Background: an optimization exercise with open tools, aiming at small area and a short achievable clock period. Do not read the settings as production practice. Where RTL was checked, it was by simulation tests only, not by an equivalence proof against the original. The RTL of run 1 was laid out without a check of its function. Power figures rest on the tool's default switching activity, not on a simulated workload.

## design/flow/design.v

```verilog
module fpu_ss_multi_scoreboard #(
    parameter int NB_CORES     = 2,
    parameter int NUM_REGS     = 32,
    parameter int CNT_W        = 2,
    parameter int MAX_INFLIGHT = 8,
    parameter int IN_ORDER_WB  = 1,
    localparam int CORE_W      = (NB_CORES > 1) ? $clog2(NB_CORES) : 1,
    localparam int REG_W       = $clog2(NUM_REGS),
    localparam int INF_W       = $clog2(MAX_INFLIGHT + 1)
) (
    input  logic                clk_i,
    input  logic                rst_ni,
    input  logic                disp_valid_i,
    output logic                disp_ready_o,
    input  logic [CORE_W-1:0]   disp_core_i,
    input  logic [3*REG_W-1:0]  disp_rs_i,
    input  logic [2:0]          disp_rs_use_i,
    input  logic [REG_W-1:0]    disp_rd_i,
    input  logic                disp_rd_fp_i,
    input  logic                fpu_wb_valid_i,
    input  logic [CORE_W-1:0]   fpu_wb_core_i,
    input  logic [REG_W-1:0]    fpu_wb_rd_i,
    input  logic                lsu_wb_valid_i,
    input  logic [CORE_W-1:0]   lsu_wb_core_i,
    input  logic [REG_W-1:0]    lsu_wb_rd_i,
    output logic [5:0]          fwd_sel_o,
    output logic [INF_W-1:0]    inflight_o,
    output logic                err_o
);
    localparam int NS    = MAX_INFLIGHT;
    localparam int TAG_W = CORE_W + REG_W;
    logic [TAG_W-1:0] tag_q [NS];
    logic [CNT_W-1:0] cnt_q [NS];
    logic [INF_W-1:0] inflight_q;
    logic             err_q;
    logic [NS-1:0]    live, one, full, core_m, rd_m, fpu_m, lsu_m, fpu_fw, lsu_fw;
    logic [NS-1:0]    alloc, inc_s, fpu_s, lsu_s;
    logic [NS-1:0]    rs_m [3];
    logic [2:0]       raw_haz;
    logic [5:0]       fwd_sel;
    logic             hazard, inc, rd_hit, rd_full, fpu_hit, fpu_multi, lsu_hit;
    logic             same_tgt, fpu_ok, lsu_ok, err_set;
    always_comb begin
        for (int s = 0; s < NS; s++) begin
            live[s]   = (cnt_q[s] != '0);
            one[s]    = (cnt_q[s] == CNT_W'(1));
            full[s]   = (cnt_q[s] == '1);
            core_m[s] = live[s] && (tag_q[s][REG_W +: CORE_W] == disp_core_i);
            rd_m[s]   = core_m[s] && (tag_q[s][REG_W-1:0] == disp_rd_i);
            fpu_m[s]  = fpu_wb_valid_i && live[s] && (tag_q[s] == {fpu_wb_core_i, fpu_wb_rd_i});
            lsu_m[s]  = lsu_wb_valid_i && live[s] && (tag_q[s] == {lsu_wb_core_i, lsu_wb_rd_i});
            fpu_fw[s] = one[s] && fpu_m[s] && !lsu_m[s];
            lsu_fw[s] = one[s] && lsu_m[s] && !fpu_m[s];
            for (int i = 0; i < 3; i++)
                rs_m[i][s] = disp_rs_use_i[i] && core_m[s]
                          && (tag_q[s][REG_W-1:0] == disp_rs_i[i*REG_W +: REG_W]);
        end
        for (int i = 0; i < 3; i++) begin
            fwd_sel[2*i]     = |(rs_m[i] & fpu_fw);
            fwd_sel[2*i + 1] = |(rs_m[i] & lsu_fw);
            raw_haz[i]       = (|rs_m[i]) && !fwd_sel[2*i] && !fwd_sel[2*i + 1];
        end
    end
    always_comb begin
        rd_full  = |(rd_m & full);
        hazard   = (|raw_haz) || (disp_rd_fp_i && (rd_full || inflight_q[INF_W-1]));
        inc      = disp_valid_i && !hazard && disp_rd_fp_i;
        rd_hit   = |rd_m;
        fpu_hit   = |fpu_m;
        fpu_multi = |(fpu_m & ~one);
        lsu_hit   = |lsu_m;
        same_tgt  = fpu_wb_valid_i && lsu_wb_valid_i
                 && (fpu_wb_core_i == lsu_wb_core_i) && (fpu_wb_rd_i == lsu_wb_rd_i);
        fpu_ok    = fpu_hit;
        lsu_ok    = same_tgt ? fpu_multi : lsu_hit;
        err_set   = (fpu_wb_valid_i && !fpu_ok) || (lsu_wb_valid_i && !lsu_ok);
        for (int s = 0; s < NS; s++) begin
            alloc[s] = !live[s];
            for (int t = 0; t < s; t++)
                if (!live[t]) alloc[s] = 1'b0;
        end
        inc_s = {NS{inc}} & (rd_hit ? rd_m : alloc);
        fpu_s = fpu_m;
        lsu_s = {NS{lsu_ok}} & lsu_m;
    end
    assign disp_ready_o = !hazard;
    assign fwd_sel_o    = fwd_sel;
    assign inflight_o   = inflight_q;
    assign err_o        = err_q;
    always_ff @(posedge clk_i) begin
        for (int s = 0; s < NS; s++)
            if (!live[s])
                tag_q[s] <= {disp_core_i, disp_rd_i};
    end
    always_ff @(posedge clk_i or negedge rst_ni) begin
        if (!rst_ni) begin
            for (int s = 0; s < NS; s++)
                cnt_q[s] <= '0;
            inflight_q <= '0;
            err_q      <= 1'b0;
        end else begin
            for (int s = 0; s < NS; s++)
                cnt_q[s] <= cnt_q[s] + CNT_W'(inc_s[s]) - CNT_W'(fpu_s[s]) - CNT_W'(lsu_s[s]);
            inflight_q <= inflight_q + INF_W'(inc) - INF_W'(fpu_ok) - INF_W'(lsu_ok);
            if (err_set)
                err_q <= 1'b1;
        end
    end
endmodule
```

## design/flow/flow/run.sh

```bash
#!/bin/bash
# The standard layout, with the port buffers made as buf_4 cells instead of the
# resizer's default pick, so the ports do not start out behind slow delay cells.
set -euo pipefail
bash standard.sh "BUFFER_PORTS_ARGS=-buffer_cell sky130_fd_sc_hd__buf_4" ${EXTRA_VARS:-} finish > orfs_finish.log 2>&1
```

## design/flow/standard.sh

```bash
#!/bin/bash
# synth_recipe.tcl (not shown) runs the flow's synth.tcl, then flattens the netlist and writes it again
# the make line also repeats each setting of config.mk as NAME=value (left out here)
make -C /OpenROAD-flow-scripts/flow DESIGN_CONFIG=/design/flow/config.mk WORK_HOME=/design/flow/orfs CLKGATE_MAP_FILE= SYNTH_SCRIPT=/design/flow/synth_recipe.tcl "${@:-finish}"
```

## design/flow/config.mk

```make
export PLATFORM = sky130hd
export DESIGN_NAME = fpu_ss_multi_scoreboard
export DESIGN_NICKNAME = fpu_ss_multi_scoreboard
export VERILOG_FILES = /design/flow/design.v
export SDC_FILE = /design/flow/constraint.sdc
export NUM_CORES = 4
export LEC_CHECK = 0
export CAP_MARGIN = 20
export CORE_MARGIN = 2
export CORE_UTILIZATION = 60
export CTS_BUF_LIST = sky130_fd_sc_hd__clkbuf_8
export PLACE_DENSITY = 0.75
export SETUP_SLACK_MARGIN = 3.75
export SLEW_MARGIN = 20
```

## design/flow/constraint.sdc

```tcl
create_clock -name core_clock -period 10.0 [get_ports {clk_i}]
set_input_delay 2.0000 -clock core_clock [delete_from_list [all_inputs] [get_ports {clk_i}]]
set_output_delay 2.0000 -clock core_clock [all_outputs]
set_load 0.01 [all_outputs]
```

==> impl_metrics.py, run 1 <==
metrics = {
    "placement": {
        "place_congestion": 1.19,
        "place.detailed.hpwl_um": 20100,
        "numPortBuffers": 53,
        "placed_area_um2": 7540,
    },
    "setup_path": {
        "crit_arrival_ns": 4.24,
        "required_ns": 8.00,
        "cp_slowest_cell": "or3b_1",
        "cp_cell_sequence": "buf_4 -> xor2_1 -> nor4_1 -> nand4_1 -> nor4b_1 -> nand3_1 -> or3b_1 -> o22ai_4 -> nor3_2 -> buf_4",
        "path_max_fanout": 8,
        "cp_top_family": "simple AND/OR/NAND/NOR gates",
        "path_common_cell": "buf_4",
        "critical_path_buf_inv_count": 2,
        "ff2ff_path_depth": 13,
        "r2r-end": "cnt_q[2][1]",
        "end_kind": "primary output",
        "path_class": "in2out",
        "r2r-start": "cnt_q[2][1]",
        "cp-start-kind": "input port",
        "rrSetupSlack_ns": 5.56,
        "max_stage_delay_ns": 0.40,
    },
    "timing": {
        "fin_crit_ns": 6.24,
        "clock_skew_ns": 0.0134,
        "hold_viol": 0,
        "finalSetupTns_ns": 0,
        "slew_violations": 0,
        "holdWs_ns": 0.514,
        "rsz0062_at_grt": "false",
        "finalSetupViolCount": 0,
        "fin_crit_sh_pct": 62.4,
        "worst-slew-pin-transition_ns": 0.942,
        "max_slew_margin_pct": 36.9,
        "fmax_mhz": 160,
    },
    "drt": {
        "drtAntennaViolNets": 0,
        "drt-total-wl_um": 27000,
        "routed_via_density": 6.97,
        "first_pass_iters": 9,
        "drc": 0,
        "dr_total_vias": 6736,
        "wire_per_inst_um": 28.0,
        "dr.first_iter.drc_count": 1076,
    },
    "synthesis": {
        "synthArstFlopShare_pct": 30.4,
        "netlist.area_leader.share_pct": 20.9,
        "synth_top_cell_by_area": "xnor2_1",
        "ys.flop_type": "edfxtp_1",
        "ys_seq_area_share_pct": 26.7,
        "synthCells": 809,
        "synth_enable_flop_cells": 48,
        "syn_nets": 872,
        "synth_area_leaders": "xnor2_1, edfxtp_1, xor2_1",
        "ys_seq_elements": 69,
        "avgSynthCellArea_um2": 9.11,
        "synth_warnings": 4,
        "syn_area_um2": 7370,
        "synth_cell_types": 61,
    },
    "layout": {
        "area_growth_syn_to_layout_pct": 11.3,
        "n_antenna_cell": 0,
        "fillers": 928,
        "nets": 877,
        "drive_above_1_share_pct": 17.6,
        "postLayoutCellArea_um2": 8200,
    },
    "clock_network": {
        "cts.sinks": 69,
        "cts_tree": "built",
        "htree_levels": 3,
        "cts_buffer_depth": 2,
        "clk_latency_ns": 0.36,
        "path_clk_slew_ns": 0.08,
        "hold_buffers": 0,
        "numCtsBuffers": 9,
        "cts-root-buf": "clkbuf_8",
    },
    "worst_hold_path": {
        "hold_path_end": "err_q",
        "hold_depth": 2,
        "hold_class": "reg2reg",
        "hold_start": "err_q",
    },
    "global_route": {
        "antenna_found_initial": 0,
        "grt_max_degree": 22,
        "grt_pass1_vias": 6672,
        "overflow": 0,
        "grt_usage_pct": 41.8,
        "grt_pass1_wl_um": 40300,
    },
    "floorplan": {
        "dieArea_um2": 13200,
        "row_count": 40,
        "core-area_um2": 12000,
        "die_h_um": 115,
        "initial_core_util_pct": 61.3,
        "die_w_um": 115,
        "io_pins": 54,
    },
    "power_and_ir_drop": {
        "powerDensity_nw_per_um2": 224,
        "p_leak_nw": 2.92,
        "ir_drop_uv": 212,
    },
    "flow_run": {
        "drv_cap": 0,
    },
    "status": {
        "outcome": "timing/DRC/antenna clean",
    },
}
[power breakdown]
group | switching [mW] | internal (mW) | total, mW
Clock | 0.116 | 0.0911 | 0.207
Combinational | 0.502 | 0.390 | 0.893
Sequential | 0.287 | 0.447 | 0.734
[cells by family (layout without fill, tap and decap cells)]
group / Yosys count / count (layout) / share of synthesized area, %
xor gates and xnor gates: 288 / 288 / 34.2
and+or+nand+nor: 283 / 283 / 23.0
buffers and inverters: 104 / 114 / 6.79
DFF: 69 / 69 / 26.7
AOI/OAI and AO/OA: 44 / 44 / 4.67
adders and majority gates: 21 / 21 / 4.58
[synthesized netlist by cell type (6+ instances only)]
| cell | count |
|---|---|
| buf_2 | 48 |
| buf_6 | 6 |
| clkbuf_1 | 28 |
| dfrtp_1 | 21 |
| edfxtp_1 | 48 |
| fa_1 | 10 |
| ha_1 | 11 |
| inv_1 | 18 |
| nand2_1 | 44 |
| nand3_1 | 35 |
| nand4_1 | 53 |
| nand4b_1 | 7 |
| nor2_1 | 17 |
| nor2b_1 | 10 |
| nor3_1 | 22 |
| nor4_1 | 37 |
| o21ai_0 | 7 |
| xnor2_1 | 176 |
| xor2_1 | 112 |
[state kept, by name (all words and copies together) (netlist names)]
| name | flops |
|---|---|
| cnt_q | 16 |
| err_q | 1 |
| inflight_q | 4 |
| tag_q | 48 |
[layout by cell type, fill, tap and decap left out, types with 4 or more instances in the layout]
cell,instances
xnor2_1,175
xor2_1,112
nand4b_1,7
and4_1,4
and2_1,4
buf_4,73
clkbuf_8,9
nor3_2,7
nor2_1,17
a21oi_1,5
edfxtp_1,48
nor3b_1,4
nor4_2,12
o2111ai_1,5
nand2_1,44
nor3_1,14
buf_6,5
o221ai_1,4
nor4_1,18
o21ai_0,6
inv_1,18
nand2b_1,5
fa_1,10
ha_1,11
nand3_1,32
dfrtp_1,21
or4_4,4
nor4_4,9
nor2b_1,9
a22oi_1,5
or3_1,4
nand4_1,53
[worst max-delay path by stage]
stage | start | endpoint | slack [ns] | cells past startpoint
global route | lsu_wb_rd_i[0] | disp_ready_o | 3.72 | 10
global placement | disp_core_i[0] | disp_ready_o | 3.12 | 10
CTS | fpu_wb_rd_i[1] | disp_ready_o | 3.76 | 10
finish | disp_rs_i[5] | disp_ready_o | 3.76 | 10
floorplan | fpu_wb_rd_i[4] | disp_ready_o | 4.02 | 10
detailed placement | disp_core_i[0] | disp_ready_o | 3.05 | 10
[area by class of cell]
| cell class | instances | area, um2 | share of cell area, % |
|---|---|---|---|
| multi-input cells | 636 | 5180 | 63.2 |
| well taps | 147 | 184 | 2.24 |
| flip-flops and latches | 69 | 1970 | 24.0 |
| repair buffers | 79 | 619 | 7.55 |
| inverters | 19 | 75.1 | 0.915 |
| clock buffers | 9 | 124 | 1.51 |
| clock inverters | 7 | 51.3 | 0.625 |
[metal layers]
layer | vias up | track usage [%] | part of all wire, %
met5 | - | 0 | 0
met4 | 0 | 23.9 | 7.5
met3 | 163 | 10.0 | 14
met2 | 601 | 62.5 | 42
met1 | 3146 | 55.8 | 37
li1 | 2826 | - | -
[worst min-delay path, stage by stage (launching register included)]
cell and delay [ns]:
dfrtp_1 0.36, inv_1 0.04, o221ai_1 0.07
[per-stage QoR]
stage / setup slack (ns) / std cells / total power [mW] / utilization, %
floorplan: 4.02 / 809 / 1.25 / -
global placement: 3.12 / 927 / 1.47 / 62.8
detailed placement: 3.05 / 927 / 1.51 / 62.8
CTS: 3.76 / 953 / 1.75 / 66.0
global route: 3.72 / 966 / 1.91 / 68.3
finish: 3.76 / 966 / 1.83 / 68.3
[timing repair]
| item | in CTS | in global routing |
|---|---|---|
| pin swaps | 10 | 17 |
| buffers inserted | 10 | 11 |
| resized for setup | 24 | 32 |
| setup endpoints to repair | 4 | 1 |
==> inputs of run 2 (changes only) <==
--- a/design/flow/design.v
+++ b/design/flow/design.v
@@ -34,5 +34,6 @@
     logic [INF_W-1:0] inflight_q;
     logic             err_q;
-    logic [NS-1:0]    live, one, full, core_m, rd_m, fpu_m, lsu_m, fpu_fw, lsu_fw;
+    logic [NS-1:0]    live, one, full, core_m, rd_m, fpu_m, lsu_m;
+    logic [2:0]       rs_fh, rs_lh, rs_nz, rs_one;
     logic [NS-1:0]    alloc, inc_s, fpu_s, lsu_s;
     logic [NS-1:0]    rs_m [3];
@@ -50,14 +51,17 @@
             fpu_m[s]  = fpu_wb_valid_i && live[s] && (tag_q[s] == {fpu_wb_core_i, fpu_wb_rd_i});
             lsu_m[s]  = lsu_wb_valid_i && live[s] && (tag_q[s] == {lsu_wb_core_i, lsu_wb_rd_i});
-            fpu_fw[s] = one[s] && fpu_m[s] && !lsu_m[s];
-            lsu_fw[s] = one[s] && lsu_m[s] && !fpu_m[s];
             for (int i = 0; i < 3; i++)
-                rs_m[i][s] = disp_rs_use_i[i] && core_m[s]
-                          && (tag_q[s][REG_W-1:0] == disp_rs_i[i*REG_W +: REG_W]);
+                rs_m[i][s] = core_m[s] && (tag_q[s][REG_W-1:0] == disp_rs_i[i*REG_W +: REG_W]);
         end
         for (int i = 0; i < 3; i++) begin
-            fwd_sel[2*i]     = |(rs_m[i] & fpu_fw);
-            fwd_sel[2*i + 1] = |(rs_m[i] & lsu_fw);
-            raw_haz[i]       = (|rs_m[i]) && !fwd_sel[2*i] && !fwd_sel[2*i + 1];
+            rs_fh[i] = fpu_wb_valid_i && (fpu_wb_core_i == disp_core_i)
+                    && (fpu_wb_rd_i == disp_rs_i[i*REG_W +: REG_W]);
+            rs_lh[i] = lsu_wb_valid_i && (lsu_wb_core_i == disp_core_i)
+                    && (lsu_wb_rd_i == disp_rs_i[i*REG_W +: REG_W]);
+            rs_nz[i] = disp_rs_use_i[i] && (|rs_m[i]);
+            rs_one[i] = |(rs_m[i] & one);
+            raw_haz[i]       = rs_nz[i] && !(rs_one[i] && (rs_fh[i] ^ rs_lh[i]));
+            fwd_sel[2*i]     = rs_nz[i] && rs_one[i] && rs_fh[i] && !rs_lh[i];
+            fwd_sel[2*i + 1] = rs_nz[i] && rs_one[i] && rs_lh[i] && !rs_fh[i];
         end
     end
--- a/design/flow/config.mk
+++ b/design/flow/config.mk
@@ -9,6 +9,6 @@
 export CORE_MARGIN = 2
 export CORE_UTILIZATION = 60
-export CTS_BUF_LIST = sky130_fd_sc_hd__clkbuf_8
 export PLACE_DENSITY = 0.75
-export SETUP_SLACK_MARGIN = 3.75
+export SETUP_SLACK_MARGIN = 4.5
 export SLEW_MARGIN = 20
+export TNS_END_PERCENT = 0
==> run 2 against run 1 <==
Utilization rose by 0.14 points. Global-route usage fell by 2.0 points. Worst setup slack improved by 0.29 ns. Register-to-register slack improved by 0.10 ns.
==> impl_metrics.py, run 2 <==
metrics = {
    "status": {
        "outcome": "timing/DRC/antenna clean",
    },
    "worst_hold_path": {
        "hold_depth": 2,
        "hold_path_end": "err_q",
        "hold_start": "err_q",
        "hold_class": "reg2reg",
    },
    "timing": {
        "hold_viol": 0,
        "fin_crit_sh_pct": 59.5,
        "holdWs_ns": 0.524,
        "finalSetupViolCount": 0,
        "worst-slew-pin-transition_ns": 0.865,
        "slew_violations": 0,
        "fmax_mhz": 168,
        "finalSetupTns_ns": 0,
        "clock_skew_ns": 0.00937,
        "max_slew_margin_pct": 41.9,
        "fin_crit_ns": 5.95,
        "rsz0062_at_grt": "true",
    },
    "setup_path": {
        "end_kind": "primary output",
        "cp-start-kind": "input port",
        "r2r-start": "tag_q[2][0]",
        "path_max_fanout": 10,
        "ff2ff_path_depth": 14,
        "rrSetupSlack_ns": 5.66,
        "required_ns": 8.00,
        "path_class": "in2out",
        "r2r-end": "inflight_q[3]",
        "crit_arrival_ns": 3.95,
    },
    "clock_network": {
        "numCtsBuffers": 9,
        "cts-root-buf": "clkbuf_16",
        "clk_latency_ns": 0.35,
        "cts.sinks": 69,
        "path_clk_slew_ns": 0.06,
        "hold_buffers": 0,
        "htree_levels": 3,
        "cts_tree": "built",
        "cts_buffer_depth": 2,
    },
    "synthesis": {
        "syn_nets": 864,
        "synth_warnings": 4,
        "avgSynthCellArea_um2": 9.23,
        "netlist.area_leader.share_pct": 24.4,
        "synthMostInstantiatedCell": "xor2_1",
        "synth_cell_types": 56,
        "synth_top_cell_by_area": "xor2_1",
        "synthCells": 801,
        "synth_area_leaders": "xor2_1, edfxtp_1, xnor2_1",
        "ys.flop_type": "edfxtp_1",
        "synth_enable_flop_cells": 48,
        "ys_seq_elements": 69,
        "synthArstFlopShare_pct": 30.4,
        "ys_seq_area_share_pct": 26.6,
        "syn_area_um2": 7390,
        "netlist_top_cells_count": "xor2_1, xnor2_1, buf_2, nand3_1, edfxtp_1",
    },
    "placement": {
        "place_congestion": 1.09,
        "place.detailed.hpwl_um": 18000,
        "numPortBuffers": 53,
    },
    "floorplan": {
        "die_h_um": 115,
        "row_count": 40,
        "initial_core_util_pct": 61.6,
        "dieArea_um2": 13200,
        "core-area_um2": 12000,
        "die_w_um": 115,
        "io_pins": 54,
    },
    "global_route": {
        "grt_usage_pct": 39.7,
        "overflow": 0,
        "antenna_found_initial": 0,
        "grt_max_degree": 22,
        "grt_pass1_vias": 6262,
        "grt_pass1_wl_um": 37800,
    },
    "layout": {
        "top_register": "tag_q",
        "area_growth_syn_to_layout_pct": 11.1,
        "n_antenna_cell": 0,
        "largest_reg_flops": 48,
        "top_regs": "tag_q (48), cnt_q (16), inflight_q (4)",
        "drive_above_1_share_pct": 13.9,
        "final_cell_mix": "xor2_1, xnor2_1, nand3_1",
        "final_common_cell": "xor2_1",
        "nets": 866,
    },
    "drt": {
        "first_pass_iters": 7,
        "dr_total_vias": 6356,
        "dr.first_iter.drc_count": 887,
        "wire_per_inst_um": 27.3,
        "drc": 0,
        "routed_via_density": 6.66,
        "drt-total-wl_um": 26100,
        "drtAntennaViolNets": 0,
    },
    "power_and_ir_drop": {
        "powerDensity_nw_per_um2": 216,
        "ir_drop_uv": 167,
        "p_leak_nw": 3.20,
    },
    "flow_run": {
        "drv_cap": 0,
    },
}
-- run 2: cell types whose count changed in the layout (fill, tap and decap cells not counted), sizes merged, moves of 7 or more --
| cell | before | now |
|---|---|---|
| buf | 79 | 64 |
| nand2 | 44 | 20 |
| nor2 | 17 | 44 |
| nor2b | 10 | 3 |
| xor2 | 112 | 206 |
| xnor2 | 176 | 117 |
| nor3 | 22 | 40 |
| nand4 | 53 | 17 |
| nand3 | 35 | 57 |
| nor4 | 39 | 28 |
-- run 2: worst max path at each step --
stage | depth (start not counted) | slack, ns | end | start
after floorplan | 9 | 4.33 | disp_ready_o | disp_rs_i[14]
after global placement | 9 | 3.80 | disp_ready_o | disp_core_i[0]
after detailed placement | 8 | 3.84 | disp_ready_o | disp_core_i[0]
after CTS | 10 | 4.06 | disp_ready_o | fpu_wb_core_i[0]
after global routing | 10 | 3.96 | disp_ready_o | lsu_wb_core_i[0]
final | 10 | 4.05 | disp_ready_o | disp_rs_i[7]
-- run 2: cell families after synthesis --
group | count (synthesis) | synth area share [%]
AOI/OAI and AO/OA | 40 | 4.20
xor gates and xnor gates | 323 | 38.5
adders and majority gates | 21 | 4.57
buffers and inverters | 93 | 6.85
DFF | 69 | 26.6
and+or+nand+nor | 255 | 19.3
-- run 2: report_power, final --
part / total [mW] / internal [mW] / switching (mW)
combinational: 0.801 / 0.355 / 0.446
sequential: 0.660 / 0.439 / 0.221
clock: 0.317 / 0.184 / 0.133
total: 1.78 / 0.978 / 0.800
-- run 2: worst max-delay path, cell delays in order --
cell and delay [ns]:
buf_4 0.19, xor2_1 0.16, nor3_1 0.20, nand3_1 0.18, o22ai_1 0.33, o31ai_1 0.13
a222oi_1 0.32, buf_4 0.21, and2_4 0.14, buf_6 0.09
-- run 2: what timing repair did --
action	in CTS	in global routing
cloned	0	2
setup buffers	1	4
resized for setup	35	13
setup endpoints to repair	7	8
pin swaps	2	10
-- run 2: per-stage QoR --
step	std cells	setup slack (ns)	cell area (um2)	util (%)	power (mW)
2_1_floorplan	801	4.33	7420	-	1.19
3_3_place_gp	932	3.80	7600	63.3	1.37
3_5_place_dp	932	3.84	7600	63.3	1.41
4_1_cts	949	4.06	8060	67.1	1.74
5_1_grt	955	3.96	8220	68.4	1.86
6_report	955	4.05	8220	68.4	1.78
-- run 2: cell type report --
class / count / area [um2]
Clock inverter: 6 / 42.5
Timing Repair Buffer: 66 / 657
Multi-Input combinational cell: 639 / 5050
Sequential cell: 69 / 1970
Tap cell: 147 / 184
Fill cell: 949 / 3790
Inverter: 18 / 67.6
Clock buffer: 10 / 250
-- run 2: metal layers --
layer  vias to the layer above  GRT usage [%]  wire [um]
li1                       2707              -          -
met1                      3064           52.9      10000
met2                       477           60.3      11400
met3                       108           10.2       3360
met4                         0           19.8       1320
met5                         -              0          0
==> inputs of run 3 (changes only) <==
--- a/design/flow/config.mk
+++ b/design/flow/config.mk
@@ -10,5 +10,4 @@
 export CORE_UTILIZATION = 60
 export PLACE_DENSITY = 0.75
-export SETUP_SLACK_MARGIN = 4.5
+export SETUP_SLACK_MARGIN = 3.25
 export SLEW_MARGIN = 20
-export TNS_END_PERCENT = 0
==> run 3 against run 2 <==
Hold slack lost 0.028 ns. Synthesized area is the same. Cell area shrank 4.5%. Clock power is essentially flat. Global-route usage shrank 0.82 points. Register-to-register slack lost 0.08 ns. First-iteration DRC count shrank 18%. Sequential power is essentially flat. Non-clock buffer count shrank 9. Via count shrank 3.8%. Worst setup slack lost 0.37 ns. Maximum frequency shrank 5.8%. Critical endpoint unchanged. Largest power group unchanged. Highest routed layer unchanged.
==> impl_metrics.py, run 3 <==
metrics = {
    "synthesis": {
        "synth_enable_flop_cells": 48,
        "synthArstFlopShare_pct": 30.4,
        "synth_area_leaders": "xor2_1, edfxtp_1, xnor2_1",
        "synthCells": 801,
        "syn_area_um2": 7390,
        "syn_nets": 864,
        "ys_seq_area_share_pct": 26.6,
        "netlist_top_cells_count": "xor2_1, xnor2_1, buf_2, nand3_1, edfxtp_1",
        "synthMostInstantiatedCell": "xor2_1",
        "ys.flop_type": "edfxtp_1",
        "synth_cell_types": 56,
        "synth_top_cell_by_area": "xor2_1",
        "ys_seq_elements": 69,
        "netlist.area_leader.share_pct": 24.4,
        "synth_warnings": 4,
        "avgSynthCellArea_um2": 9.23,
    },
    "timing": {
        "finalSetupTns_ns": 0,
        "holdWs_ns": 0.496,
        "max_slew_margin_pct": 35.6,
        "slew_violations": 0,
        "worst-slew-pin-transition_ns": 0.962,
        "fin_crit_ns": 6.32,
        "fmax_mhz": 158,
        "finalSetupViolCount": 0,
        "hold_viol": 0,
        "fin_crit_sh_pct": 63.2,
        "clock_skew_ns": 0.00640,
        "rsz0062_at_grt": "false",
    },
    "power_and_ir_drop": {
        "power_mw": 1.73,
        "ir_drop_uv": 170,
        "powerDensity_nw_per_um2": 220,
        "p_leak_nw": 3.05,
    },
    "layout": {
        "final_common_cell": "xor2_1",
        "final_cell_mix": "xor2_1, xnor2_1, nand3_1, buf_4, edfxtp_1",
        "area_growth_syn_to_layout_pct": 6.18,
        "multi_input_comb_area_um2": 4920,
        "largest_reg_flops": 48,
        "postLayoutCellArea_um2": 7850,
        "nets": 857,
        "fillers": 1012,
        "drive_above_1_share_pct": 11.3,
        "seqCellArea_um2": 1970,
        "top_register": "tag_q",
        "top_regs": "tag_q (48), cnt_q (16), inflight_q (4)",
        "n_antenna_cell": 0,
        "final_core_utilization_pct": 65.4,
    },
    "global_route": {
        "antenna_found_initial": 0,
        "grt_max_degree": 22,
        "grt_pass1_wl_um": 37200,
        "grt_usage_pct": 38.9,
        "grt_pass1_vias": 6174,
        "overflow": 0,
    },
    "clock_network": {
        "cts-root-buf": "clkbuf_16",
        "cts_buffer_depth": 2,
        "path_clk_slew_ns": 0.06,
        "cts.sinks": 69,
        "numCtsBuffers": 9,
        "cts_setup_buffers": 0,
        "clk_latency_ns": 0.35,
        "cts_tree": "built",
        "hold_buffers": 0,
        "htree_levels": 3,
        "post_cts_resized": 0,
    },
    "drt": {
        "drt-total-wl_um": 24500,
        "wire_per_inst_um": 25.9,
        "drtAntennaViolNets": 0,
        "drc": 0,
        "dr_total_vias": 6114,
        "routed_via_density": 6.46,
        "first_pass_iters": 9,
        "dr.first_iter.drc_count": 726,
    },
    "status": {
        "outcome": "timing/DRC/antenna clean",
    },
    "placement": {
        "place.detailed.hpwl_um": 17900,
        "place_congestion": 1.04,
        "numPortBuffers": 53,
        "placed_area_um2": 7570,
    },
    "floorplan": {
        "core-area_um2": 12000,
        "die_h_um": 115,
        "io_pins": 54,
        "initial_core_util_pct": 61.6,
        "row_count": 40,
        "die_w_um": 115,
        "dieArea_um2": 13200,
    },
    "setup_path": {
        "r2r-end": "cnt_q[7][1]",
        "cp_slowest_cell": "nor4_1",
        "path_max_fanout": 18,
        "end_kind": "primary output",
        "required_ns": 8.00,
        "cp_cell_sequence": "buf_4 -> xor2_1 -> or2_2 -> nor4_1 -> o2bb2a_1 -> o2111ai_1 -> o21ai_0 -> and2_1 -> buf_4",
        "cp-start-kind": "input port",
        "path_common_cell": "buf_4",
        "r2r-start": "cnt_q[7][1]",
        "cp-startpoint": "disp_core_i[0]",
        "rrSetupSlack_ns": 5.58,
        "max_stage_delay_ns": 0.70,
        "ff2ff_path_depth": 11,
        "path_class": "in2out",
        "timing.critical_path.to": "disp_ready_o",
        "crit_arrival_ns": 4.32,
    },
    "worst_hold_path": {
        "hold_class": "reg2reg",
    },
    "flow_run": {
        "drv_cap": 0,
    },
}
-- run 3: cell counts after synthesis --
Identical to the previous run, type by type.
-- run 3: logic make-up (layout without fill, tap and decap cells) --
group / count (synthesis) / count (layout) / share of synthesized area [%]
and+or+nand+nor: 255 / 255 / 19.3
buffers and inverters: 93 / 91 / 6.85
adders and majority gates: 21 / 21 / 4.57
AOI/OAI and AO/OA: 40 / 40 / 4.20
xor gates and xnor gates: 323 / 323 / 38.5
DFF: 69 / 69 / 26.6
-- run 3: area by class of cell --
class | instances | share of cell area, %
inverters | 18 | 0.861
repair buffers | 57 | 5.45
multi-input cells | 639 | 62.7
clock inverters | 6 | 0.430
clock buffers | 10 | 3.19
flip-flops and latches | 69 | 25.1
well taps | 147 | 2.34
-- run 3: metrics by stage --
stage / std cells / worst slack [ns]
finish: 946 / 3.68
global route: 946 / 3.53
CTS: 946 / 3.70
detailed placement: 930 / 3.75
global placement: 930 / 3.77
floorplan: 801 / 4.23
-- run 3: layer usage --
metal / routed length [um] / part of all wire, % / track usage [%] / up-vias
met3: 2350 / 9.6 / 8.65 / 86
li1: - / - / - / 2694
met1: 10000 / 41 / 51.5 / 2958
met4: 1230 / 5.0 / 19.8 / 0
met5: 0 / 0 / 0 / -
met2: 10900 / 45 / 60.2 / 376
-- run 3: worst min path at each step --
stage,slack (ns),start,cells past startpoint,endpoint
floorplan,0.48,cnt_q[3][1],1,cnt_q[3][1]
global placement,0.48,err_q,2,err_q
detailed placement,0.49,err_q,2,err_q
CTS,0.51,err_q,2,err_q
global route,0.52,err_q,2,err_q
finish,0.50,err_q,2,err_q
-- run 3: power by group --
group	internal (mW)	switching, mW	leakage [nW]	total [mW]
logic	0.330	0.425	2.17	0.755
registers	0.440	0.221	0.738	0.661
clock network	0.182	0.133	0.146	0.315
total	0.952	0.779	3.05	1.73
-- run 3: critical path, delay by kind of cell --
family / cells / cell delay, ns
AOI/OAI and AO/OA: 3 / 0.55
xor gates and xnor gates: 1 / 0.13
buffers and inverters: 2 / 0.40
and+or+nand+nor: 3 / 1.21
==> inputs of run 4 (changes only) <==
--- a/design/flow/config.mk
+++ b/design/flow/config.mk
@@ -10,4 +10,4 @@
 export CORE_UTILIZATION = 60
 export PLACE_DENSITY = 0.75
-export SETUP_SLACK_MARGIN = 3.25
+export SETUP_SLACK_MARGIN = 4
 export SLEW_MARGIN = 20
==> run 4 against run 3 <==
Flip-flop and latch count unchanged. Utilization is 2.5 points higher. Via count grew 0.77%. Maximum frequency increased by 5.9%. Clock power barely moved. Synthesized cell count is the same. First-iteration DRC count rose by 10%. Critical endpoint unchanged. Synthesized area unchanged. Worst setup slack improved by 0.35 ns. Combinational power up 4.1%. Largest power group unchanged. Sequential share of layout area is 0.91 points lower. Hold slack gained 0.0039 ns.
==> impl_metrics.py, run 4 <==
metrics = {
    "setup_path": {
        "path_class": "in2out",
        "cp-startpoint": "disp_rs_i[12]",
        "max_stage_delay_ns": 0.53,
        "path_max_fanout": 10,
        "r2r-start": "cnt_q[7][1]",
        "cp_slowest_cell": "or4_4",
        "r2r-end": "cnt_q[7][1]",
        "rrSetupSlack_ns": 5.62,
        "crit_arrival_ns": 3.97,
        "end_kind": "primary output",
        "cp_cell_sequence": "buf_4 -> xnor2_1 -> nand3_1 -> or4_4 -> xnor2_1 -> o21ai_1 -> a222oi_1 -> buf_4 -> and2_4 -> buf_6",
        "cp_top_family": "simple AND/OR/NAND/NOR gates",
        "critical_path_buf_inv_count": 3,
        "timing.critical_path.to": "disp_ready_o",
        "cp-start-kind": "input port",
        "crit_cells": 10,
        "required_ns": 8.00,
        "ff2ff_path_depth": 11,
    },
    "clock_network": {
        "path_clk_slew_ns": 0.06,
        "cts.sinks": 69,
        "cts_tree": "built",
        "clk_latency_ns": 0.35,
        "cts_buffer_depth": 2,
        "numCtsBuffers": 9,
        "htree_levels": 3,
        "cts-root-buf": "clkbuf_16",
    },
    "drt": {
        "wire_per_inst_um": 26.5,
        "dr.first_iter.drc_count": 799,
        "first_pass_iters": 6,
        "drc": 0,
        "dr_total_vias": 6161,
        "routed_via_density": 6.49,
        "drtAntennaViolNets": 0,
        "drt-total-wl_um": 25100,
    },
    "power_and_ir_drop": {
        "ir_drop_uv": 177,
        "p_sw_mw": 0.798,
        "switching_share_pct": 45.2,
        "p_leak_nw": 3.18,
        "p_comb_share_pct": 44.5,
        "clock_power_share_pct": 18.0,
        "p_int_mw": 0.968,
        "powerDensity_nw_per_um2": 217,
        "seqPwrFrac_pct": 37.5,
    },
    "layout": {
        "final_cell_mix": "xor2_1, xnor2_1, nand3_1",
        "layout.cells.non_filler": 949,
        "final_core_utilization_pct": 67.8,
        "area_growth_syn_to_layout_pct": 10.2,
        "final_common_cell": "xor2_1",
        "top_regs": "tag_q (48), cnt_q (16), inflight_q (4)",
        "drive_above_1_share_pct": 13.6,
        "largest_reg_flops": 48,
        "top_register": "tag_q",
        "nets": 860,
        "n_antenna_cell": 0,
        "fillers": 961,
    },
    "placement": {
        "place_ws_ns": 3.75,
        "place_congestion": 1.04,
        "numPortBuffers": 53,
        "dp.cells": 930,
        "place.detailed.hpwl_um": 17900,
    },
    "synthesis": {
        "synth_warnings": 4,
        "ys_seq_elements": 69,
        "netlist_top_cells_count": "xor2_1, xnor2_1, buf_2, nand3_1, edfxtp_1",
        "synthArstFlopShare_pct": 30.4,
        "syn_nets": 864,
        "avgSynthCellArea_um2": 9.23,
        "synthCells": 801,
        "synthMostInstantiatedCell": "xor2_1",
        "ys_seq_area_share_pct": 26.6,
        "synth_cell_types": 56,
        "synth_top_cell_by_area": "xor2_1",
        "netlist.area_leader.share_pct": 24.4,
        "synth_enable_flop_cells": 48,
        "ys.flop_type": "edfxtp_1",
        "syn_area_um2": 7390,
        "synth_area_leaders": "xor2_1, edfxtp_1, xnor2_1",
    },
    "timing": {
        "max_slew_margin_pct": 36.5,
        "fmax_mhz": 167,
        "fin_ws_ns": 4.03,
        "fin_crit_ns": 5.97,
        "fin_crit_sh_pct": 59.7,
        "rsz0062_at_grt": "true",
        "finalSetupTns_ns": 0,
        "worst-slew-pin-transition_ns": 0.949,
        "slew_violations": 0,
        "hold_viol": 0,
        "clock_skew_ns": 0.00752,
        "finalSetupViolCount": 0,
    },
    "flow_run": {
        "drv_cap": 0,
    },
    "floorplan": {
        "die_w_um": 115,
        "io_pins": 54,
        "die_h_um": 115,
        "core-area_um2": 12000,
        "row_count": 40,
        "dieArea_um2": 13200,
        "initial_core_util_pct": 61.6,
    },
    "global_route": {
        "grt_usage_pct": 39.1,
        "grt_max_degree": 22,
        "grt_pass1_vias": 6236,
        "antenna_found_initial": 0,
        "grt_pass1_wl_um": 37500,
        "overflow": 0,
    },
    "worst_hold_path": {
        "hold_class": "reg2reg",
    },
    "status": {
        "outcome": "timing/DRC/antenna clean",
    },
}
run 4: stage by stage:
step | cell area [um2] | power (mW) | hold slack (ns)
2_1_floorplan | 7390 | 1.19 | 0.479
3_3_place_gp | 7570 | 1.37 | 0.476
3_5_place_dp | 7570 | 1.40 | 0.491
4_1_cts | 7920 | 1.73 | 0.506
5_1_grt | 8150 | 1.85 | 0.526
6_report | 8150 | 1.77 | 0.500
run 4: area by class of cell:
class                      instances  area [um2]  share of cell area [%]
inverter                          18        67.6                   0.829
sequential                        69        1970                    24.1
tap                              147         184                    2.26
timing repair buffer              60         584                    7.17
clock buffer                      10         250                    3.07
multi-input combinational        639        5060                    62.1
clock inverter                     6        33.8                   0.415
run 4: metal layers:
metal  GRT usage [%]  vias to the layer above  wire length (um)
met5               0                        -                 0
met4            20.6                        0              1350
met3            8.75                       92              2300
met2            60.8                      372             11200
met1            51.1                     2995             10200
li1                -                     2702                 -
run 4: cells by family after synthesis:
| kind of cell | synth area share (%) |
|---|---|
| XOR/XNOR | 38.5 |
| AND/OR/NAND/NOR | 19.3 |
| buffers and inverters | 6.85 |
| flip-flops | 26.6 |
| AO/OA/AOI/OAI | 4.20 |
| adder cells (fa/ha/maj) | 4.57 |
run 4: worst reg2reg max path, stage by stage (launching register included):
cell and delay, ns:
dfrtp_1 0.48, nor2_1 0.77, or2_4 0.31, nor4_4 0.08, nor4_1 0.64, nand4_1 0.42, nor4_1 0.41, o211a_1 0.21
fa_1 0.42, ha_1 0.20, xor2_1 0.20, xnor2_1 0.15
run 4: worst min-delay path by stage:
stage | startpoint | to | slack [ns] | cells past startpoint
after floorplan | cnt_q[3][1] | cnt_q[3][1] | 0.48 | 1
after global placement | err_q | err_q | 0.48 | 2
after detailed placement | err_q | err_q | 0.49 | 2
after CTS | err_q | err_q | 0.51 | 2
after global routing | err_q | err_q | 0.53 | 2
final | err_q | err_q | 0.50 | 2
run 4: power by group through the flow:
stage | Clock, mW | Sequential, mW | Combinational [mW]
detailed placement | 0 | 0.657 | 0.742
floorplan | 0 | 0.491 | 0.699
finish | 0.318 | 0.661 | 0.786
global placement | 0 | 0.650 | 0.716
global route | 0.327 | 0.672 | 0.856
CTS | 0.319 | 0.653 | 0.756
run 4: what timing repair did:
action / in CTS / in global routing
hold buffers: 0 / 0
gates cloned: 0 / 2
resized for setup: 13 / 34
setup endpoints to repair: 1 / 2
buffers inserted: 1 / 0
pin swaps: 1 / 13
==> inputs of run 5 (changes only) <==
--- a/design/flow/config.mk
+++ b/design/flow/config.mk
@@ -10,4 +10,4 @@
 export CORE_UTILIZATION = 60
 export PLACE_DENSITY = 0.75
-export SETUP_SLACK_MARGIN = 4
+export SETUP_SLACK_MARGIN = 3.75
 export SLEW_MARGIN = 20
==> run 5 against run 4 <==
Cell area down 3.2%. Sequential share of layout area rose by 0.79 points. Die area unchanged. Global-route usage decreased by 0.19 points. Sequential power is essentially flat. Highest routed layer unchanged. Still clean. Clock skew down 0.0016 ns.
==> impl_metrics.py, run 5 <==
metrics = {
    "layout": {
        "final_core_utilization_pct": 65.7,
        "drive_above_1_share_pct": 11.6,
        "nets": 859,
        "final_common_cell": "xor2_1",
        "final_cell_mix": "xor2_1, xnor2_1, nand3_1, buf_4, edfxtp_1",
        "postLayoutCellArea_um2": 7890,
        "largest_reg_flops": 48,
        "top_register": "tag_q",
        "area_growth_syn_to_layout_pct": 6.68,
        "top_regs": "tag_q (48), cnt_q (16), inflight_q (4)",
        "n_antenna_cell": 0,
        "layout.cells.non_filler": 948,
        "fillers": 1002,
    },
    "timing": {
        "finalSetupTns_ns": 0,
        "max_slew_margin_pct": 37.9,
        "holdWs_ns": 0.498,
        "fin_crit_sh_pct": 61.3,
        "hold_viol": 0,
        "fmax_mhz": 163,
        "clock_skew_ns": 0.00594,
        "worst-slew-pin-transition_ns": 0.927,
        "finalSetupViolCount": 0,
        "slew_violations": 0,
        "rsz0062_at_grt": "false",
        "fin_crit_ns": 6.13,
    },
    "synthesis": {
        "ys.flop_type": "edfxtp_1",
        "synthMostInstantiatedCell": "xor2_1",
        "ys_seq_area_share_pct": 26.6,
        "synth_area_leaders": "xor2_1, edfxtp_1, xnor2_1",
        "avgSynthCellArea_um2": 9.23,
        "synth_cell_types": 56,
        "synth_warnings": 4,
        "ys_seq_elements": 69,
        "syn_area_um2": 7390,
        "synth_enable_flop_cells": 48,
        "synthCells": 801,
        "netlist.area_leader.share_pct": 24.4,
        "netlist_top_cells_count": "xor2_1, xnor2_1, buf_2, nand3_1, edfxtp_1",
        "synth_top_cell_by_area": "xor2_1",
        "syn_nets": 864,
        "synthArstFlopShare_pct": 30.4,
    },
    "clock_network": {
        "cts_tree": "built",
        "cts_buffer_depth": 2,
        "cts.sinks": 69,
        "path_clk_slew_ns": 0.06,
        "numCtsBuffers": 9,
        "cts-root-buf": "clkbuf_16",
        "htree_levels": 3,
        "hold_buffers": 0,
        "clk_latency_ns": 0.35,
    },
    "flow_run": {
        "drv_cap": 0,
    },
    "floorplan": {
        "row_count": 40,
        "die_w_um": 115,
        "dieArea_um2": 13200,
        "io_pins": 54,
        "die_h_um": 115,
        "core-area_um2": 12000,
        "initial_core_util_pct": 61.6,
    },
    "power_and_ir_drop": {
        "p_leak_nw": 3.07,
        "powerDensity_nw_per_um2": 220,
        "ir_drop_uv": 170,
    },
    "placement": {
        "placed_area_um2": 7570,
        "place_congestion": 1.04,
        "dp.cells": 930,
        "place.detailed.hpwl_um": 17900,
        "numPortBuffers": 53,
    },
    "global_route": {
        "grt_pass1_wl_um": 37200,
        "grt_pass1_vias": 6155,
        "antenna_found_initial": 0,
        "grt_usage_pct": 38.9,
        "grt_max_degree": 22,
        "overflow": 0,
    },
    "setup_path": {
        "path_max_fanout": 12,
        "ff2ff_path_depth": 11,
        "crit_arrival_ns": 4.13,
        "path_class": "in2out",
        "cp-start-kind": "input port",
        "end_kind": "primary output",
        "required_ns": 8.00,
    },
    "drt": {
        "drtAntennaViolNets": 0,
        "dr.first_iter.drc_count": 700,
        "routed_via_density": 6.46,
        "dr_total_vias": 6122,
        "first_pass_iters": 5,
        "drt-total-wl_um": 24500,
        "drc": 0,
        "wire_per_inst_um": 25.8,
    },
    "worst_hold_path": {
        "hold_class": "reg2reg",
        "hold_depth": 2,
    },
    "status": {
        "outcome": "timing/DRC/antenna clean",
    },
}
run 5: cell counts after synthesis:
No cell type changed its count.
run 5: layout make-up:
cell class / count / area (um2) / share of cell area [%]
Clock buffer: 10 / 250 / 3.17
Clock inverter: 6 / 33.8 / 0.428
Inverter: 18 / 67.6 / 0.856
Multi-Input combinational cell: 639 / 4940 / 62.6
Sequential cell: 69 / 1970 / 24.9
Tap cell: 147 / 184 / 2.33
Timing Repair Buffer: 59 / 450 / 5.71
run 5: critical path, stage by stage:
cell      delay, ns
buf_4          0.26
xnor2_1        0.16
nand3_1        0.14
nor4_4         0.39
xor2_1         0.23
o41ai_1        0.11
a222oi_1       0.34
buf_4          0.23
and2_1         0.13
buf_4          0.11
run 5: repair_timing:
item,4_1_cts,5_1_grt
endpoints found under the setup margin,1,1
buffers inserted,0,2
gates resized for setup,1,3
pin swaps,0,0
run 5: per-layer routing:
layer / vias to the layer above / GRT usage [%] / wire length, um
met1: 2936 / 51.5 / 9840
li1: 2699 / - / -
met3: 91 / 8.54 / 2470
met5: - / 0 / 0
met4: 0 / 19.8 / 1200
met2: 396 / 60.2 / 11000
run 5: logic make-up (layout without fill, tap and decap cells):
group	count (synthesis)	count (layout)	synth area share [%]
buffers and inverters	93	93	6.85
flip-flops	69	69	26.6
adder cells (fa/ha/maj)	21	21	4.57
XOR/XNOR	323	323	38.5
AND/OR/NAND/NOR	255	255	19.3
AO/OA/AOI/OAI	40	40	4.20
run 5: path summary, 6_finish.rpt:
path	start	to	slack (ns)
max in group asynchronous	rst_ni	cnt_q[1][1]	8.25
max reg2reg	cnt_q[7][1]	cnt_q[7][1]	5.63
min	err_q	err_q	0.50
min reg2reg	err_q	err_q	0.50
max	fpu_wb_rd_i[2]	disp_ready_o	3.87
min in group asynchronous	rst_ni	cnt_q[6][0]	1.52
run 5: power by group:
group          internal, mW  switching (mW)  total, mW
Combinational         0.334           0.429      0.763
Clock                 0.182           0.133      0.315
Sequential            0.440           0.220      0.660
run 5: metrics by stage:
step	setup WS (ns)	total power [mW]
6_report	3.87	1.74
5_1_grt	3.77	1.83
4_1_cts	3.86	1.72
3_5_place_dp	3.75	1.40
3_3_place_gp	3.77	1.37
2_1_floorplan	4.23	1.19
==> inputs of run 6 (changes only) <==
--- a/design/flow/config.mk
+++ b/design/flow/config.mk
@@ -8,6 +8,6 @@
 export CAP_MARGIN = 20
 export CORE_MARGIN = 2
-export CORE_UTILIZATION = 60
-export PLACE_DENSITY = 0.75
+export CORE_UTILIZATION = 50
+export PLACE_DENSITY = 0.65
 export SETUP_SLACK_MARGIN = 3.75
 export SLEW_MARGIN = 20
==> run 6 against run 5 <==
Die area is 19% higher. Still clean on timing, DRC and antenna. Largest power group unchanged. Combinational power is 0.8% higher. Clock skew is 0.0082 ns higher. Hold slack worse by 0.0073 ns. Clock power hardly changed. Flip-flop and latch count stayed put. Register-to-register slack better by 0.14 ns. Sequential power is 0.6% lower. Synthesized area stayed put. Cell area is 0.84% higher. Sequential share of layout area is 0.21 points lower. Critical path type unchanged.
==> impl_metrics.py, run 6 <==
metrics = {
    "synthesis": {
        "syn_nets": 864,
        "synthArstFlopShare_pct": 30.4,
        "synthCells": 801,
        "ys.flop_type": "edfxtp_1",
        "synth_area_leaders": "xor2_1, edfxtp_1, xnor2_1",
        "netlist.area_leader.share_pct": 24.4,
        "avgSynthCellArea_um2": 9.23,
        "synth_warnings": 4,
        "syn_area_um2": 7390,
        "ys_seq_area_share_pct": 26.6,
        "synth_top_cell_by_area": "xor2_1",
        "synth_cell_types": 56,
        "synthMostInstantiatedCell": "xor2_1",
        "ys_seq_elements": 69,
        "netlist_top_cells_count": "xor2_1, xnor2_1, buf_2, nand3_1, edfxtp_1",
        "synth_enable_flop_cells": 48,
    },
    "worst_hold_path": {
        "hold_class": "reg2reg",
        "hold_depth": 2,
    },
    "drt": {
        "drc": 0,
        "dr.first_iter.drc_count": 618,
        "routed_via_density": 6.20,
        "first_pass_iters": 5,
        "drt-total-wl_um": 25300,
        "drtAntennaViolNets": 0,
        "wire_per_inst_um": 25.7,
        "dr_total_vias": 6117,
    },
    "setup_path": {
        "required_ns": 8.00,
        "path_max_fanout": 12,
        "path_class": "in2out",
        "ff2ff_path_depth": 14,
        "crit_arrival_ns": 4.16,
        "end_kind": "primary output",
        "rrSetupSlack_ns": 5.77,
        "cp-start-kind": "input port",
    },
    "timing": {
        "finalSetupTns_ns": 0,
        "fmax_mhz": 162,
        "fin_ws_ns": 3.84,
        "slew_violations": 0,
        "fin_crit_sh_pct": 61.6,
        "max_slew_margin_pct": 43.9,
        "fin_crit_ns": 6.16,
        "worst-slew-pin-transition_ns": 0.833,
        "clock_skew_ns": 0.0141,
        "finalSetupViolCount": 0,
        "hold_viol": 0,
        "rsz0062_at_grt": "false",
    },
    "clock_network": {
        "cts_buffer_depth": 2,
        "cts.sinks": 69,
        "cts-root-buf": "clkbuf_16",
        "cts_tree": "built",
        "numCtsBuffers": 9,
        "htree_levels": 3,
        "path_clk_slew_ns": 0.06,
        "clk_latency_ns": 0.36,
    },
    "global_route": {
        "overflow": 0,
        "grt_usage_pct": 32.2,
        "antenna_found_initial": 0,
        "grt_pass1_vias": 6225,
        "grt_max_degree": 22,
        "grt_pass1_wl_um": 37800,
    },
    "floorplan": {
        "die_w_um": 126,
        "initial_core_util_pct": 51.1,
        "die_h_um": 126,
        "row_count": 44,
        "io_pins": 54,
        "dieArea_um2": 15800,
        "core-area_um2": 14500,
    },
    "layout": {
        "top_regs": "tag_q (48), cnt_q (16), inflight_q (4)",
        "final_common_cell": "xor2_1",
        "final_cell_mix": "xor2_1, xnor2_1, nand3_1, buf_4, edfxtp_1",
        "drive_above_1_share_pct": 12.1,
        "top_register": "tag_q",
        "area_growth_syn_to_layout_pct": 7.58,
        "fillers": 1326,
        "final_core_utilization_pct": 54.9,
        "nets": 860,
        "n_antenna_cell": 0,
        "largest_reg_flops": 48,
    },
    "power_and_ir_drop": {
        "powerDensity_nw_per_um2": 219,
        "p_leak_nw": 3.07,
        "power_mw": 1.74,
        "ir_drop_uv": 155,
    },
    "status": {
        "outcome": "timing/DRC/antenna clean",
    },
    "flow_run": {
        "drv_cap": 0,
    },
    "placement": {
        "place.detailed.hpwl_um": 18500,
        "place_congestion": 0.982,
        "numPortBuffers": 53,
        "place_ws_ns": 3.75,
    },
}
-- run 6: cell counts after synthesis --
No cell type changed its count.
-- run 6: report_power, final --
group	internal (mW)	switching (mW)	total [mW]	leakage, nW
registers	0.439	0.217	0.656	0.738
clock network	0.183	0.133	0.316	0.145
logic	0.339	0.429	0.769	2.19
total	0.962	0.779	1.74	3.07
-- run 6: worst paths after layout --
path,from,end
max in group asynchronous,rst_ni,cnt_q[1][1]
min in group asynchronous,rst_ni,cnt_q[4][0]
min,err_q,err_q
min reg2reg,err_q,err_q
max reg2reg,tag_q[6][0],inflight_q[3]
max,fpu_wb_rd_i[4],disp_ready_o
-- run 6: critical path: stages --
cell and delay, ns:
buf_4 0.25, xnor2_1 0.16, nand3_1 0.14, nor4_4 0.37, xor2_1 0.25, o41ai_1 0.13, a222oi_1 0.35, buf_4 0.24
and2_1 0.14, buf_4 0.11
-- run 6: routing by layer --
metal | track usage (%) | wire length [um] | vias up
met1 | 41.9 | 10400 | 2995
met4 | 16.8 | 1230 | 0
met5 | 0 | 0 | -
met3 | 7.99 | 2230 | 87
li1 | - | - | 2692
met2 | 49.8 | 11400 | 343
-- run 6: final cells by class --
class                      instances  area, um2  area share (%)
multi-input combinational        639       4940            62.1
tap                              184        230            2.89
inverter                          18       67.6           0.849
clock inverter                     5       33.8           0.425
sequential                        69       1970            24.7
timing repair buffer              60        462            5.80
clock buffer                      11        254            3.19
-- run 6: cell families (layout without fill, tap and decap cells) --
| kind of cell | after synthesis | in the layout | share of synthesized area [%] |
|---|---|---|---|
| XOR/XNOR | 323 | 323 | 38.5 |
| buffers and inverters | 93 | 94 | 6.85 |
| adder cells (fa/ha/maj) | 21 | 21 | 4.57 |
| AND/OR/NAND/NOR | 255 | 255 | 19.3 |
| AO/OA/AOI/OAI | 40 | 40 | 4.20 |
| flip-flops | 69 | 69 | 26.6 |
-- run 6: stage by stage --
stage / cells / hold slack [ns] / area (um2)
floorplan: 801 / 0.479 / 7390
global placement: 968 / 0.475 / 7620
detailed placement: 968 / 0.475 / 7620
CTS: 984 / 0.490 / 7920
global route: 986 / 0.537 / 7960
finish: 986 / 0.491 / 7960
-- run 6: repair_timing --
item | 4_1_cts | 5_1_grt
resized for setup | 1 | 5
setup buffers | 0 | 2
endpoints found under the setup margin | 1 | 1
hold buffers | 0 | 0
==> inputs of run 7 (changes only) <==
--- a/design/flow/config.mk
+++ b/design/flow/config.mk
@@ -8,6 +8,6 @@
 export CAP_MARGIN = 20
 export CORE_MARGIN = 2
-export CORE_UTILIZATION = 50
-export PLACE_DENSITY = 0.65
-export SETUP_SLACK_MARGIN = 3.75
+export CORE_UTILIZATION = 70
+export PLACE_DENSITY = 0.85
+export SETUP_SLACK_MARGIN = 4
 export SLEW_MARGIN = 20
==> run 7 against run 6 <==
Routed wire length up 3.9%. Sequential power up 3%. Largest cell class unchanged. Clock skew up 0.0069 ns. Critical path type unchanged. Critical endpoint unchanged.
==> impl_metrics.py, run 7 <==
metrics = {
    "status": {
        "outcome": "timing/DRC/antenna clean",
    },
    "clock_network": {
        "path_clk_slew_ns": 0.08,
        "numCtsBuffers": 9,
        "htree_levels": 3,
        "hold_buffers": 0,
        "cts-root-buf": "clkbuf_8",
        "clk_latency_ns": 0.38,
        "cts_tree": "built",
        "cts.sinks": 69,
        "cts_buffer_depth": 2,
    },
    "synthesis": {
        "ys.flop_type": "edfxtp_1",
        "syn_area_um2": 7390,
        "synthMostInstantiatedCell": "xor2_1",
        "synth_area_leaders": "xor2_1, edfxtp_1, xnor2_1",
        "ys_seq_elements": 69,
        "netlist.area_leader.share_pct": 24.4,
        "synth_enable_flop_cells": 48,
        "avgSynthCellArea_um2": 9.23,
        "netlist_top_cells_count": "xor2_1, xnor2_1, buf_2, nand3_1, edfxtp_1",
        "synth_cell_types": 56,
        "syn_nets": 864,
        "synthCells": 801,
        "synthArstFlopShare_pct": 30.4,
        "synth_top_cell_by_area": "xor2_1",
        "ys_seq_area_share_pct": 26.6,
        "synth_warnings": 4,
    },
    "timing": {
        "hold_viol": 0,
        "finalSetupTns_ns": 0,
        "fin_crit_sh_pct": 59.9,
        "finalSetupViolCount": 0,
        "fin_crit_ns": 5.99,
        "fmax_mhz": 167,
        "clock_skew_ns": 0.0210,
        "worst-slew-pin-transition_ns": 0.908,
        "holdWs_ns": 0.497,
        "max_slew_margin_pct": 39.2,
        "rsz0062_at_grt": "false",
        "slew_violations": 0,
    },
    "setup_path": {
        "ff2ff_path_depth": 11,
        "r2r-start": "cnt_q[7][1]",
        "cp-startpoint": "lsu_wb_core_i[0]",
        "rrSetupSlack_ns": 5.41,
        "cp_slowest_cell": "nor4_4",
        "crit_arrival_ns": 3.99,
        "max_stage_delay_ns": 0.35,
        "end_kind": "primary output",
        "path_class": "in2out",
        "r2r-end": "cnt_q[7][1]",
        "cp_cell_sequence": "buf_6 -> xnor2_4 -> nand2_2 -> nor4_4 -> xor2_1 -> o31ai_1 -> a222oi_1 -> buf_4 -> and2_4 -> buf_6",
        "path_common_cell": "buf_6",
        "path_max_fanout": 10,
        "required_ns": 8.00,
        "cp-start-kind": "input port",
    },
    "drt": {
        "dr.first_iter.drc_count": 1086,
        "first_pass_iters": 8,
        "drtAntennaViolNets": 0,
        "dr_total_vias": 6656,
        "drc": 0,
        "drt-total-wl_um": 26300,
        "wire_per_inst_um": 27.9,
        "routed_via_density": 7.07,
    },
    "global_route": {
        "grt_max_degree": 22,
        "grt_pass1_vias": 6496,
        "grt_pass1_wl_um": 37800,
        "grt_usage_pct": 45.1,
        "antenna_found_initial": 0,
        "overflow": 0,
    },
    "power_and_ir_drop": {
        "ir_drop_uv": 239,
        "p_leak_nw": 3.23,
        "powerDensity_nw_per_um2": 216,
    },
    "layout": {
        "nets": 864,
        "fillers": 635,
        "drive_above_1_share_pct": 15.8,
        "final_cell_mix": "xor2_1, xnor2_1, nand3_1",
        "n_antenna_cell": 0,
        "largest_reg_flops": 48,
        "top_regs": "tag_q (48), cnt_q (16), inflight_q (4)",
        "final_common_cell": "xor2_1",
        "top_register": "tag_q",
        "area_growth_syn_to_layout_pct": 12.0,
    },
    "worst_hold_path": {
        "hold_start": "err_q",
        "hold_class": "reg2reg",
        "hold_path_end": "err_q",
        "hold_depth": 2,
    },
    "floorplan": {
        "core-area_um2": 10300,
        "die_w_um": 107,
        "die_h_um": 107,
        "io_pins": 54,
        "dieArea_um2": 11400,
        "initial_core_util_pct": 72.0,
        "row_count": 37,
    },
    "placement": {
        "numPortBuffers": 53,
        "place.detailed.hpwl_um": 17500,
        "place_congestion": 1.03,
    },
    "flow_run": {
        "drv_cap": 0,
    },
}
-- run 7: cell counts after synthesis --
Identical to the previous run, type by type.
-- run 7: worst max-delay path: cells and delay by family --
family	cells	cell delay, ns
compound gates	2	0.44
simple gates	3	0.63
xor+xnor	2	0.45
buf+inv	3	0.45
-- run 7: how the worst max path moves through the flow --
stage                         to  slack (ns)
floorplan           disp_ready_o        4.23
global placement    disp_ready_o        3.80
global route        disp_ready_o        3.97
finish              disp_ready_o        4.01
CTS                 disp_ready_o        4.01
detailed placement  disp_ready_o        3.77
-- run 7: power by group --
| group | internal, mW | switching (mW) |
|---|---|---|
| Clock | 0.144 | 0.124 |
| Sequential | 0.438 | 0.237 |
| Combinational | 0.363 | 0.483 |
| Total | 0.946 | 0.843 |
-- run 7: cells by family (layout without fill, tap and decap cells) --
family                   count (synthesis)  after routing  share of synthesized area, %
XOR/XNOR                               323            323                          38.5
AND/OR/NAND/NOR                        255            255                          19.3
buffers and inverters                   93             98                          6.85
flip-flops                              69             69                          26.6
AO/OA/AOI/OAI                           40             40                          4.20
adder cells (fa/ha/maj)                 21             21                          4.57
-- run 7: area by class of cell --
| type | count | area (um2) | area share (%) |
|---|---|---|---|
| multi-input combinational | 639 | 5170 | 62.4 |
| sequential | 69 | 1970 | 23.7 |
| timing repair buffer | 64 | 673 | 8.13 |
| clock buffer | 14 | 216 | 2.61 |
| tap | 136 | 170 | 2.05 |
| inverter | 18 | 67.6 | 0.816 |
| clock inverter | 2 | 17.5 | 0.211 |
-- run 7: per-stage QoR --
step	utilization (%)	power (mW)	area (um2)	instances	setup WS, ns
CTS	76.8	1.70	7900	938	4.01
floorplan	-	1.19	7390	801	4.23
detailed placement	73.6	1.42	7570	921	3.77
global route	80.6	1.85	8280	942	3.97
global placement	73.6	1.37	7570	921	3.80
finish	80.6	1.79	8280	942	4.01
-- run 7: repair_timing --
action	4_1_cts	5_1_grt
hold endpoints to repair	0	0
buffers inserted	1	3
gates cloned	0	1
pin swaps	2	19
setup endpoints to repair	1	1
gates resized for setup	17	64
-- run 7: per-layer routing --
layer | vias to the layer above | global-route usage [%] | wire [um]
met5 | - | 0 | 0
met3 | 180 | 10.1 | 3740
met1 | 3108 | 59.0 | 9280
met4 | 0 | 24.7 | 1600
met2 | 662 | 69.5 | 11700
li1 | 2706 | - | -
==> inputs of run 8 (changes only) <==
--- a/design/flow/config.mk
+++ b/design/flow/config.mk
@@ -8,6 +8,7 @@
 export CAP_MARGIN = 20
 export CORE_MARGIN = 2
-export CORE_UTILIZATION = 70
-export PLACE_DENSITY = 0.85
-export SETUP_SLACK_MARGIN = 4
+export CORE_UTILIZATION = 60
+export CTS_BUF_LIST = sky130_fd_sc_hd__clkbuf_4 sky130_fd_sc_hd__clkbuf_8
+export PLACE_DENSITY = 0.75
+export SETUP_SLACK_MARGIN = 3.75
 export SLEW_MARGIN = 20
==> run 8 against run 7 <==
Still clean on timing, DRC and antenna. Via count decreased by 8.1%. Utilization down 16 points. Clock power fell by 12%.
==> impl_metrics.py, run 8 <==
metrics = {
    "status": {
        "outcome": "timing/DRC/antenna clean",
    },
    "clock_network": {
        "cts_tree": "built",
        "clk_latency_ns": 0.38,
        "cts_buffer_depth": 2,
        "hold_buffers": 0,
        "path_clk_slew_ns": 0.08,
        "cts-root-buf": "clkbuf_8",
        "cts.sinks": 69,
        "numCtsBuffers": 9,
        "htree_levels": 3,
    },
    "floorplan": {
        "core-area_um2": 12000,
        "initial_core_util_pct": 61.6,
        "row_count": 40,
        "die_w_um": 115,
        "io_pins": 54,
        "die_h_um": 115,
        "dieArea_um2": 13200,
    },
    "layout": {
        "postLayoutCellArea_um2": 7800,
        "drive_above_1_share_pct": 11.8,
        "largest_reg_flops": 48,
        "n_antenna_cell": 0,
        "nets": 861,
        "seqCellArea_um2": 1970,
        "fillers": 1014,
        "final_common_cell": "xor2_1",
        "top_regs": "tag_q (48), cnt_q (16), inflight_q (4)",
        "final_cell_mix": "xor2_1, xnor2_1, buf_4",
        "multi_input_comb_area_um2": 4940,
        "area_growth_syn_to_layout_pct": 5.53,
        "top_register": "tag_q",
    },
    "timing": {
        "max_slew_margin_pct": 36.8,
        "finalSetupViolCount": 0,
        "worst-slew-pin-transition_ns": 0.944,
        "finalSetupTns_ns": 0,
        "fin_crit_sh_pct": 61.1,
        "clock_skew_ns": 0.0103,
        "fmax_mhz": 164,
        "fin_crit_ns": 6.11,
        "slew_violations": 0,
        "hold_viol": 0,
        "rsz0062_at_grt": "false",
        "fin_ws_ns": 3.89,
    },
    "synthesis": {
        "syn_nets": 864,
        "synth_area_leaders": "xor2_1, edfxtp_1, xnor2_1",
        "ys_seq_elements": 69,
        "ys_seq_area_share_pct": 26.6,
        "synthArstFlopShare_pct": 30.4,
        "synthCells": 801,
        "synth_cell_types": 56,
        "synth_xor_area_share_pct": 38.5,
        "netlist_top_cells_count": "xor2_1, xnor2_1, buf_2, nand3_1, edfxtp_1",
        "avgSynthCellArea_um2": 9.23,
        "synth_top_family_by_area": "XOR/XNOR gates",
        "synth_top_cell_by_area": "xor2_1",
        "netlist.area_leader.share_pct": 24.4,
        "muxShareOfSynthArea_pct": 0,
        "synthAdderAreaFrac_pct": 4.57,
        "syn_area_um2": 7390,
        "synth_compound_gate_area_share_pct": 4.20,
        "synthMostInstantiatedCell": "xor2_1",
        "synth_simple_gate_area_share_pct": 19.3,
        "ys.flop_type": "edfxtp_1",
        "synth_enable_flop_cells": 48,
        "synth_warnings": 4,
    },
    "setup_path": {
        "critical_path_buf_inv_count": 3,
        "crit_arrival_ns": 4.11,
        "cp-start-kind": "input port",
        "cp_slowest_cell": "nor4_1",
        "path_max_fanout": 10,
        "cp_cell_sequence": "buf_4 -> xnor2_2 -> nand2_1 -> nor4_1 -> xnor2_1 -> o21ai_1 -> a222oi_1 -> buf_4 -> and2_1 -> buf_4",
        "required_ns": 8.00,
        "path_common_cell": "buf_4",
        "cp_top_family": "simple AND/OR/NAND/NOR gates",
        "path_class": "in2out",
        "end_kind": "primary output",
        "max_stage_delay_ns": 0.54,
    },
    "global_route": {
        "overflow": 0,
        "antenna_found_initial": 0,
        "grt_pass1_vias": 6118,
        "grt_pass1_wl_um": 37100,
        "grt_usage_pct": 38.6,
        "grt_max_degree": 22,
    },
    "drt": {
        "first_pass_iters": 5,
        "dr_total_vias": 6120,
        "drc": 0,
        "drt-total-wl_um": 24400,
        "dr.first_iter.drc_count": 653,
        "drtAntennaViolNets": 0,
        "wire_per_inst_um": 25.7,
        "routed_via_density": 6.44,
    },
    "flow_run": {
        "drv_cap": 0,
    },
    "placement": {
        "numPortBuffers": 53,
        "placed_area_um2": 7570,
        "place.detailed.hpwl_um": 17900,
        "place_ws_ns": 3.75,
        "place_congestion": 1.04,
    },
    "worst_hold_path": {
        "hold_class": "reg2reg",
    },
    "power_and_ir_drop": {
        "ir_drop_uv": 188,
        "powerDensity_nw_per_um2": 212,
        "p_leak_nw": 3.03,
        "power_mw": 1.66,
    },
}
## run 8: cells by family (layout without fill, tap and decap cells)
group                      Yosys count  after routing
xor gates and xnor gates           323            323
AOI/OAI and AO/OA                   40             40
adders and majority gates           21             21
DFF                                 69             69
and+or+nand+nor                    255            255
buffers and inverters               93             95
## run 8: per-stage QoR
step	hold WS (ns)	utilization, %	cells
floorplan	0.479	-	801
global placement	0.476	63.0	930
detailed placement	0.491	63.0	930
CTS	0.511	64.6	946
global route	0.528	65.0	950
finish	0.502	65.0	950
## run 8: cell type report
cell class	instances	area share (%)
timing repair buffer	61	5.92
sequential	69	25.2
multi-input combinational	639	63.3
clock buffer	9	1.59
inverter	18	0.866
clock inverter	7	0.818
tap	147	2.36
## run 8: tightest hold or removal path: stages (launching register included)
cell and delay, ns:
dfrtp_1 0.35, inv_1 0.05, o221ai_1 0.06
## run 8: worst paths after layout
path	startpoint	to	slack [ns]	depth (start not counted)
max	lsu_wb_core_i[0]	disp_ready_o	3.89	10
min	err_q	err_q	0.50	2
max reg2reg	cnt_q[7][1]	cnt_q[7][1]	5.57	11
min reg2reg	err_q	err_q	0.50	2
max in group asynchronous	rst_ni	cnt_q[0][1]	8.28	1
min in group asynchronous	rst_ni	cnt_q[6][1]	1.49	1
## run 8: layer usage
metal	up-vias	global-route usage [%]	share of wire, %
li1	2697	-	-
met4	0	17.5	4.8
met2	392	60.4	44
met5	-	0	0
met1	2942	52.2	41
met3	89	7.27	9.7
## run 8: power breakdown
| part | switching, mW | leakage, nW | total (mW) | internal, mW |
|---|---|---|---|---|
| Combinational | 0.428 | 2.19 | 0.762 | 0.334 |
| Sequential | 0.220 | 0.738 | 0.659 | 0.439 |
| Clock | 0.122 | 0.101 | 0.236 | 0.114 |
| Total | 0.770 | 3.03 | 1.66 | 0.887 |
## run 8: repair_timing
item                                    CTS  global route
buffers inserted                          0             4
resized for setup                         1             2
endpoints found under the setup margin    1             1
hold endpoints to repair                  0             0
pin swaps                                 0             1

## separate check: timing with driven ports
No port has a modelled driver above. Below, the same layouts with a new extraction and two added sets of constraints.
Step 1: set_driving_cell puts a clkbuf_16 on clk_i and a buf_2 on each other input, an assumption about the parent block.
Step 2, shift: input delay + t, output delay - t, t = (earliest + latest rising clock arrival at the registers) / 2. This alone moves slack from input paths to output paths.
Three values: no drivers, after step 1, after step 2; two values: the first two.
run	t, ns	slack for setup (ns)
run 1	0.387	3.761 / 3.737 / 3.737
run 2	0.390	4.047 / 3.884 / 3.884
run 3	0.392	3.679 / 3.654 / 3.654
run 4	0.397	4.029 / 3.908 / 3.908
run 5	0.393	3.873 / 3.849 / 3.849
run 6	0.399	3.845 / 3.819 / 3.819
run 7	0.402	4.008 / 3.908 / 3.908
run 8	0.412	3.887 / 3.862 / 3.862
After both steps setup and hold are still met in every run listed.
